This is an optimization exercise on Yosys and OpenROAD, whose aim is small area and a short achievable clock period, not a production implementation. Where RTL was checked, it was by simulation tests only, not by an equivalence proof against the original. No activity file was given, so power comes from the tool's default toggle rates.

==> flow/design.v (excerpt) <==
module fir_sym_top (
  input  logic                 clk,
  input  logic                 rst_n,
  input  logic                 in_valid,
  input  fir_pkg::sample_t     in_data,
  input  logic                 coef_wr,
  input  fir_pkg::coef_addr_t  coef_addr,
  input  fir_pkg::coef_t       coef_data,
  output logic                 out_valid,
  output fir_pkg::acc_t        out_data
);
  fir_pkg::sample_t in_q;
  logic             in_vq, rst_q;
  always_ff @(posedge clk) begin
    in_q  <= in_data;
    rst_q <= ~rst_n;
    if (!rst_n) begin
      in_vq <= 1'b0;
    end else begin
      in_vq <= in_valid;
    end
  end
  fir_pkg::sample_t [fir_pkg::NUM_TAPS-1:0] taps;
  logic tap_load, tap_keep;
  fir_pkg::sample_t [fir_pkg::NUM_TAPS-1:0] taps_d;
  assign tap_load = ~rst_q & in_vq;
  assign tap_keep = ~rst_q & ~in_vq;
  for (genvar i = 0; i < fir_pkg::NUM_TAPS * fir_pkg::SAMPLE_W; i++) begin : g_tap
    ld_or_keep u_next (
      .load (tap_load),
      .d    (i < fir_pkg::SAMPLE_W ? in_q[i % fir_pkg::SAMPLE_W]
                                   : taps[(i / fir_pkg::SAMPLE_W) - 1][i % fir_pkg::SAMPLE_W]),
      .keep (tap_keep),
      .q    (taps[i / fir_pkg::SAMPLE_W][i % fir_pkg::SAMPLE_W]),
      .y    (taps_d[i / fir_pkg::SAMPLE_W][i % fir_pkg::SAMPLE_W])
    );
  end
  always_ff @(posedge clk) begin
    taps <= taps_d;
  end
  logic [fir_pkg::NUM_COEF-1:0][24:0] digits, digits_d;
  logic [24:0] wr_digits;
  logic [fir_pkg::NUM_COEF-1:0] wr_sel, coef_load, coef_keep, coef_loadn, coef_keepn;
  coef_wr_sel i_coef_wr_sel (
    .coef_wr   (coef_wr),
    .coef_addr (coef_addr),
    .wr_sel    (wr_sel)
  );
  fir_booth_enc i_wr_enc (
    .c    (coef_data),
    .onen (wr_digits[7:0]),
  ...
Size in the first run: about 7,700 cells after synthesis, about 84 I/O pins.
Settings: LEC_CHECK=0, CAP_MARGIN=50, CORE_MARGIN=2, CORE_UTILIZATION=40, CTS_BUF_LIST=sky130_fd_sc_hd__clkbuf_8, CTS_CLUSTER_SIZE=24, SLEW_MARGIN=70, SYNTH_HIERARCHICAL=1; clock period 9.0 ns.
run.sh (not shown) runs the stock make flow with config.mk's settings and CLKGATE_MAP_FILE= SYNTH_SCRIPT=/design/flow/synth_recipe.tcl, a recipe that flattens the netlist after the stock synthesis.
Then changed:
==> flow/flow/run.sh (new file) <==
#!/bin/bash
# The standard layout (standard.sh: the standard synthesis, then ORFS from
# floorplan to finish) with two changes passed to make:
#  - the input and output ports get sky130_fd_sc_hd__buf_2 buffers instead
#    of the cell buffer_ports picks by itself (a clkdlybuf4s50_1 delay
#    cell); every port still gets one;
#  - timing repair aims for 3.4 ns (setup margin 5.6 ns at the 9 ns clock)
#    instead of stopping once the 9 ns clock is met.
# Everything else, including the clock period and constraints, is the
# standard flow's. The full make output is in standard.log.
set -euo pipefail
bash standard.sh "BUFFER_PORTS_ARGS=-buffer_cell sky130_fd_sc_hd__buf_2" \
  SETUP_SLACK_MARGIN=5.6 finish > standard.log 2>&1
==> flow/standard.sh (new file) <==
#!/bin/bash
# synth_recipe.tcl (not shown) runs the flow's synth.tcl, then flattens the netlist and writes it again
# the make line also repeats each setting of config.mk as NAME=value (left out here)
make -C /OpenROAD-flow-scripts/flow DESIGN_CONFIG=/design/flow/config.mk WORK_HOME=/design/flow/orfs CLKGATE_MAP_FILE= SYNTH_SCRIPT=/design/flow/synth_recipe.tcl "${@:-finish}"
--- a/flow/config.mk
+++ b/flow/config.mk
@@ -10,3 +10,2 @@
-export CORE_UTILIZATION = 40
-export CTS_BUF_LIST = sky130_fd_sc_hd__clkbuf_8
-export CTS_CLUSTER_SIZE = 24
+export CORE_UTILIZATION = 55
+export PLACE_DENSITY = 0.72
removed: flow/run.sh
After rerunning: Clock skew falls by 0.063 ns. Die area falls by 27%. Worst setup slack is better by 0.35 ns. Non-clock buffer count falls by 181. Wire length falls by 9.8%.
Then changed:
--- a/flow/config.mk
+++ b/flow/config.mk
@@ -10,0 +11,2 @@
+export CTS_CLUSTER_DIAMETER = 90
+export CTS_CLUSTER_SIZE = 18
What happened: Routed wire length decreases by 0.48%; setup slack gains 0.012 ns; sequential share of layout area rose by 0.53 points; final area went down by 2.2%; synthesized area is unchanged; cell count decreases by 1.2%.
Then changed:
==> flow/run.sh (new file) <==
#!/bin/bash
# synth_recipe.tcl (not shown) runs the flow's synth.tcl, then flattens the netlist and writes it again
# the make line also repeats each setting of config.mk as NAME=value (left out here)
make -C /OpenROAD-flow-scripts/flow DESIGN_CONFIG=/design/flow/config.mk WORK_HOME=/design/flow/orfs CLKGATE_MAP_FILE= SYNTH_SCRIPT=/design/flow/synth_recipe.tcl finish
--- a/flow/config.mk
+++ b/flow/config.mk
@@ -11,2 +10,0 @@
-export CTS_CLUSTER_DIAMETER = 90
-export CTS_CLUSTER_SIZE = 18
removed: flow/flow/run.sh
removed: flow/standard.sh
- clock power increases by well over a third
- combinational power decreases by a few percent
- global-route usage increases by 2.3 points
- design area increases by a few percent
- clock-buffer cell count increases by 68
- synthesized area does not change
- total power increases by roughly a tenth
- wire length increases by a few percent
- setup slack loses 0.37 ns
- utilization increases by 1.3 points
- worst hold slack loses 0.0034 ns

---

Setup of build 97:
Starting RTL as in the previous note.
// fir_sym_top
module fir_sym_top (
  input  logic                 clk,
  input  logic                 rst_n,
  input  logic                 in_valid,
  input  fir_pkg::sample_t     in_data,
  input  logic                 coef_wr,
  input  fir_pkg::coef_addr_t  coef_addr,
  input  fir_pkg::coef_t       coef_data,
  output logic                 out_valid,
  output fir_pkg::acc_t        out_data
);
  fir_pkg::sample_t in_q;
  logic             in_vq, rst_q;
  always_ff @(posedge clk) begin
    in_q  <= in_data;
    rst_q <= ~rst_n;
    if (!rst_n) begin
      in_vq <= 1'b0;
    end else begin
      in_vq <= in_valid;
    end
  end
  fir_pkg::sample_t [fir_pkg::NUM_TAPS-1:0] taps;
  logic tap_load, tap_keep;
  fir_pkg::sample_t [fir_pkg::NUM_TAPS-1:0] taps_d;
  assign tap_load = ~rst_q & in_vq;
  assign tap_keep = ~rst_q & ~in_vq;
  for (genvar i = 0; i < fir_pkg::NUM_TAPS * fir_pkg::SAMPLE_W; i++) begin : g_tap
    ld_or_keep u_next (
      .load (tap_load),
  ...
Settings: LEC_CHECK=0, CAP_MARGIN=20, CORE_MARGIN=2, CORE_UTILIZATION=55, CTS_CLUSTER_DIAMETER=110, CTS_CLUSTER_SIZE=26, PLACE_DENSITY=0.72, SLEW_MARGIN=30, SYNTH_HIERARCHICAL=1; clock period 9.0 ns.
standard.sh (not shown) runs the stock make flow with config.mk's settings and CLKGATE_MAP_FILE= SYNTH_SCRIPT=/design/flow/synth_recipe.tcl, a recipe that flattens the netlist after the stock synthesis.
==> flow/flow/run.sh <==
#!/bin/bash
# The standard layout (standard.sh: the standard synthesis, then ORFS from
# floorplan to finish) with two changes passed to make:
#  - the input and output ports get sky130_fd_sc_hd__buf_2 buffers instead
#    of the cell buffer_ports picks by itself (a clkdlybuf4s50_1 delay
#    cell); every port still gets one;
#  - timing repair aims for 3.4 ns (setup margin 5.6 ns at the 9 ns clock)
#    instead of stopping once the 9 ns clock is met.
# Everything else, including the clock period and constraints, is the
# standard flow's. The full make output is in standard.log.
set -euo pipefail
bash standard.sh "BUFFER_PORTS_ARGS=-buffer_cell sky130_fd_sc_hd__buf_2" \
  SETUP_SLACK_MARGIN=5.6 finish > standard.log 2>&1
Both conditions hold for build 97: the flow ran to the end and the final layout passed the timing, DRC and antenna checks.
For build 92, these inputs were changed with respect to build 97:
Settings: CTS_CLUSTER_SIZE: 26 -> 22; CTS_CLUSTER_DIAMETER: 110 -> 100; SLEW_MARGIN: 30 -> 45; CAP_MARGIN: 20 -> 30.
Results
- Build 92 vs. build 97: total via count after detailed routing -0.42%; final layout net count barely changed.
- As far as average instance area after synthesis goes, build 97 and build 92 are indistinguishable; the numbers are identical.
- Of build 97 and build 92, build 92 shows the higher number of clock buffers in the layout, with build 97 below it.
- The final cell count was comparable across build 97 and build 92.
Input changes introduced in build 52 (baseline for comparison: build 92):
Settings: CTS_CLUSTER_SIZE no longer set, was 22; CAP_MARGIN now 50, was 30; PLACE_DENSITY no longer set, was 0.72; SLEW_MARGIN now 70, was 45; CTS_CLUSTER_DIAMETER no longer set, was 100; CORE_UTILIZATION now 40, was 55.
==> flow/run.sh (new file) <==
#!/bin/bash
# synth_recipe.tcl (not shown) runs the flow's synth.tcl, then flattens the netlist and writes it again
# the make line also repeats each setting of config.mk as NAME=value (left out here)
make -C /OpenROAD-flow-scripts/flow DESIGN_CONFIG=/design/flow/config.mk WORK_HOME=/design/flow/orfs CLKGATE_MAP_FILE= SYNTH_SCRIPT=/design/flow/synth_recipe.tcl finish
removed: flow/flow/run.sh
removed: flow/standard.sh
Notes after the runs:
Going from build 92 to build 52, the all-layer global routing usage was found to have gone down by 7.7 points.
The post-layout total power of build 52 exceeds that of build 92 by 17%.
Of build 92 and build 52, the run reporting the lower minimum period implied by the final worst setup slack was build 92.
Changes observed in build 52 relative to build 92: first-iteration DRC count rose about 2.8%; wire length rose about 12%; area growth from synthesis to layout rose 7.2 points; internal power rose about 22%; first-pass GRT wire length rose about 11%.
Compared with build 92, the detailed router inserted more vias in build 52.

---

fir_sym_top, a different RTL version from the one above (not shown whole).
For scale: about 7,900 cells after synthesis, roughly 97,000 um^2 of cells after synthesis.
Settings: LEC_CHECK=0, CAP_MARGIN=50, CORE_MARGIN=2, CORE_UTILIZATION=55, PLACE_DENSITY=0.72, SLEW_MARGIN=70, SYNTH_HIERARCHICAL=1; clock period 9.0 ns.
==> flow/flow/run.sh <==
#!/bin/bash
# The standard layout (standard.sh: the standard synthesis, then ORFS from
# floorplan to finish) with two changes passed to make:
#  - the input and output ports get sky130_fd_sc_hd__buf_2 buffers instead
#    of the cell buffer_ports picks by itself (a clkdlybuf4s50_1 delay
#    cell); every port still gets one;
#  - timing repair aims for 3.1 ns (setup margin 5.9 ns at the 9 ns clock)
#    instead of stopping once the 9 ns clock is met.
# Everything else, including the clock period and constraints, is the
# standard flow's. The full make output is in standard.log.
set -euo pipefail
bash standard.sh "BUFFER_PORTS_ARGS=-buffer_cell sky130_fd_sc_hd__buf_2" \
  SETUP_SLACK_MARGIN=5.9 finish > standard.log 2>&1
Change:
Settings changed: CTS_CLUSTER_DIAMETER from default to 90, CTS_CLUSTER_SIZE from default to 18.
Outcome:
- critical path depth stays the same
- worst setup slack gets worse by 0.025 ns
- die area is unchanged
- hold slack improves by 0.0031 ns
- global-route usage decreases by 0.39 points
- sequential share of layout area went up by 0.59 points
- area after synthesis does not change
- cell count falls by about 1.4%
- via count is lower by 0.76%
No functional check of the RTL was part of any run of this note.

## port drivers added, routing unchanged
How much do the figures lean on ideal ports? The routed layouts below were timed once more, with nothing changed but the port constraints. Step 1 (the two cells are an assumption about what drives the block):
set clk [get_ports {clk}]
set_driving_cell -lib_cell sky130_fd_sc_hd__clkbuf_16 $clk
set_driving_cell -lib_cell sky130_fd_sc_hd__buf_2 [delete_from_list [all_inputs] $clk]
Step 2, shift: input delay + t, output delay - t, t = (earliest + latest rising clock arrival at the registers) / 2. This alone moves slack from input paths to output paths. Three values: ideal ports, drivers, drivers and shift; two values: the first two.
run | t, ns | slack for setup (ns) | slew at the worst register clock pin (ns) | worst slew at a driven data input, ns
the first run of note 1 | 1.156 | 5.158 / 5.158 / 5.158 | 0.09 / 0.09 | 0.12
the second run of note 1 | 0.917 | 5.510 / 5.510 / 5.510 | 0.07 / 0.07 | 0.05
the third run of note 1 | 0.844 | 5.522 / 5.522 / 5.522 | 0.09 / 0.09 | 0.05
the fourth run of note 1 | 0.910 | 5.149 / 5.149 / 5.149 | 0.08 / 0.08 | 0.05
build 97 | 0.846 | 5.454 / 5.454 / 5.301 | 0.12 / 0.12 | 0.05
build 92 | 0.806 | 5.558 / 5.558 / 5.323 | 0.10 / 0.10 | 0.05
build 52 | 0.930 | 5.153 / 5.153 / 5.153 | 0.08 / 0.08 | 0.12
the first run of note 3 | 0.936 | 5.766 / 5.766 / 5.766 | 0.07 / 0.07 | 0.04
the second run of note 3 | 0.888 | 5.741 / 5.741 / 5.741 | 0.10 / 0.10 | 0.04
After both steps every run listed still meets setup and hold. The setup slack of build 92, which loses most, moves by 0.000 ns with the drivers and by -0.235 ns with both steps.
